Source: an optimization exercise on an open RTL-to-GDS flow (aim: small area and a short achievable clock period). Production flows keep margins and buffers that such runs may drop. In this exercise RTL edits were held to simulation tests only and were not proved equivalent to the original. Power and IR drop assume default switching activity.

## the reference run
## eth_stream_top
module eth_stream_top (
	input logic clk_125,
	input logic rst_crc,
	input logic spi_sclk,
	input logic spi_mosi,
	input logic spi_cs_n,
	input logic [31:0] ch0_data,
	input logic ch0_wr,
	input logic [31:0] ch1_data,
	input logic ch1_wr,
	input logic [15:0] numb_inter,
	input logic time_clr,
	input logic tx_rdy,
	output logic [31:0] tx_data,
	output logic tx_sop,
	output logic tx_eop,
	output logic tx_wren
);
	logic stream_off;
	logic [31:0] ip_my;
	logic [31:0] ip_dest;
	logic [15:0] port_my;
	logic [15:0] port_dest_p1;
	logic [47:0] mac_my;
	logic [47:0] mac_dest;
	logic rdy0;
	logic rdy1;
	logic wr_ok0;
	logic wr_ok1;
	logic [9:0] wr_oh0;
	logic [9:0] wr_oh1;
	logic alloc0;
	logic alloc1;
	logic [9:0] new_oh0;
	logic [9:0] new_oh1;
	logic [3:0] head0;
	logic [3:0] head1;
	logic can_start;
	logic pick;
	logic [15:0] pkt_cnt;
	logic reading;
	logic sel;
	logic [3:0] word_cnt;
	logic wr_slot;
	logic desc_valid;
	logic [3:0] burst_id;
	logic commit;
  ...
Size in the first run: about 5900 flip-flops.
==> module block_pool, before the edit <==
module block_pool (
	input logic clk_125,
	input logic rst_crc,
	input logic flush,  
	input logic wr_ok0,
	input logic [9:0] wr_oh0,
	input logic alloc0,
	input logic [31:0] din0,
	input logic wr_ok1,
	input logic [9:0] wr_oh1,
	input logic alloc1,
	input logic [31:0] din1,
	output logic [9:0] new_oh0,
	output logic [9:0] new_oh1,
	input logic take_blk,  
	input logic [3:0] take_id,
	input logic commit,  
	input logic [3:0] burst_id,
	input logic rd_shift,  
	input logic free_blk,  
	input logic [9:0] rd_oh,
	output logic [31:0] rd_word  
);
	localparam logic [1:0] B_FREE = 2'd0;
	localparam logic [1:0] B_FIFO = 2'd1;
	localparam logic [1:0] B_BURST = 2'd2;
	localparam logic [1:0] B_SLOT = 2'd3;
	logic [31:0] blk [10][16];
	logic [1:0] st [10];
	logic [9:0] is_free;
	logic [9:0] en;
	logic [9:0] wq0;
	logic [9:0] wq1;
	logic [31:0] dq0;
	logic [31:0] dq1;
	logic [9:0] low_seen;
	logic [9:0] high_seen;
	always_ff @(posedge clk_125)
	begin
		wq0 <= wr_ok0 ? wr_oh0 : '0;
		wq1 <= wr_ok1 ? wr_oh1 : '0;
		dq0 <= din0;
		dq1 <= din1;
	end
	always_comb
	begin
		for (int b = 0; b < 10; b++)
			en[b] = wq0[b] || wq1[b] || (rd_shift && rd_oh[b]);
	end
	always_ff @(posedge clk_125)
	begin
		for (int b = 0; b < 10; b++)
			if (en[b])
			begin
				for (int i = 0; i < 15; i++)
					blk[b][i] <= blk[b][i + 1];
				blk[b][15] <= wq1[b] ? dq1 : dq0;
			end
	end
	always_comb
	begin
		for (int b = 0; b < 10; b++)
			is_free[b] = st[b] == B_FREE;
		low_seen[0] = 1'b0;
		for (int b = 1; b < 10; b++)
			low_seen[b] = low_seen[b - 1] || is_free[b - 1];
		high_seen[9] = 1'b0;
		for (int b = 8; b >= 0; b--)
			high_seen[b] = high_seen[b + 1] || is_free[b + 1];
		new_oh0 = is_free & ~low_seen;
		new_oh1 = is_free & ~high_seen;
	end
	always_ff @(posedge clk_125)
	begin
		for (int b = 0; b < 10; b++)
		begin
			if (rst_crc)
				st[b] <= B_FREE;
			else if ((alloc0 && new_oh0[b]) || (alloc1 && new_oh1[b]))
				st[b] <= B_FIFO;
			else if (take_blk && take_id == 4'(b))
				st[b] <= B_BURST;
			else if (flush && (st[b] == B_FIFO || st[b] == B_BURST))
				st[b] <= B_FREE;
			else if (commit && burst_id == 4'(b))
				st[b] <= B_SLOT;
			else if (free_blk && rd_oh[b])
				st[b] <= B_FREE;
		end
	end
	always_comb
	begin
		rd_word = '0;
		for (int b = 0; b < 10; b++)
			rd_word = rd_word | (blk[b][0] & {32{rd_oh[b]}});
	end
endmodule
==> flow/config.mk <==
export PLATFORM = sky130hd
export DESIGN_NAME = eth_stream_top
export DESIGN_NICKNAME = eth_stream_top
export VERILOG_FILES = /design/flow/design.v
export SDC_FILE = /design/flow/constraint.sdc
export NUM_CORES = 4
export LEC_CHECK = 0
export CAP_MARGIN = 20
export CORE_MARGIN = 2
export CORE_UTILIZATION = 55
export CTS_CLUSTER_DIAMETER = 80
export CTS_CLUSTER_SIZE = 30
export PLACE_DENSITY = 0.68
export SETUP_SLACK_MARGIN = 4.5
export SLEW_MARGIN = 20
==> flow/constraint.sdc <==
create_clock -name core_clock -period 8.0 [get_ports {clk_125}]
set_input_delay 1.6000 -clock core_clock [delete_from_list [all_inputs] [get_ports {clk_125}]]
set_output_delay 1.6000 -clock core_clock [all_outputs]
set_load 0.01 [all_outputs]
run.sh (not shown) runs the stock make flow with config.mk's settings and CLKGATE_MAP_FILE= SYNTH_SCRIPT=/design/flow/synth_recipe.tcl, a recipe that flattens the netlist after the stock synthesis.
Input changes introduced in the trial run (baseline for comparison: the reference run):
--- a/flow/design.v
+++ b/flow/design.v
@@ -286,13 +286,13 @@
 	begin
 		for (int b = 0; b < 10; b++)
 			if (en[b])
 			begin
 				for (int i = 0; i < 15; i++)
 					blk[b][i] <= blk[b][i + 1];
-				blk[b][15] <= wq1[b] ? dq1 : dq0;
+				blk[b][15] <= (dq0 & {32{wq0[b]}}) | (dq1 & {32{wq1[b]}});
 			end
 	end
 	always_comb
 	begin
 		for (int b = 0; b < 10; b++)
 			is_free[b] = st[b] == B_FREE;
==> notes.md <==
- The trial run went all the way through synthesis, placement and routing and the layout is clean on timing, DRC and antenna.
- Delta(area of all placed cells without fillers, the trial run - the reference run) < 0
- The estimated power of the trial run ends up lower than the estimate for the reference run.
- Netlist area before placement of the trial run is on par with the reference run.
- Taking the reference run as the reference, in the trial run non-clock buffer count lost 5; area after detailed placement lost about 0.33%.
- The higher data arrival time of the worst path came out of the trial run.
- The trial run ended with less layout overhead on the synthesized area than the reference run.
- Sort the trial run and the reference run by sequential share of layout area, ascending, and the reference run comes first.
- On total core area, the trial run and the reference run are basically level.
- Compared with the reference run, in the trial run ratio of final minimum period to clock period up 0.79 points; clock power flat; max-capacitance violation count flat.

## what the ideal ports hide
The flow's constraints put no driver on any port. The routed layouts listed below were extracted and timed again, unchanged, in two steps.
Step 1, drivers: a clkbuf_16 drives clk_125 and a buf_2 each remaining input, both assumed.
Step 2 also shifts input and output timing later by t, the mid clock arrival at the registers, as if the neighbouring blocks saw the same clock.
Slacks: ideal / step 1 / step 2; pairs: ideal / step 1.
run	shift t [ns]	setup WS [ns]	hold WS [ns]	worst data-port slew with drivers (ns)
the reference run	1.056	4.465 / 4.428 / 3.662	0.398 / 0.398 / 0.398	0.07
the trial run	1.030	4.401 / 4.401 / 3.521	0.384 / 0.384 / 0.384	0.06
After both steps setup and hold are still met in every run listed. The setup slack of the trial run, which loses most, moves by 0.000 ns with the drivers and by -0.880 ns with both steps.
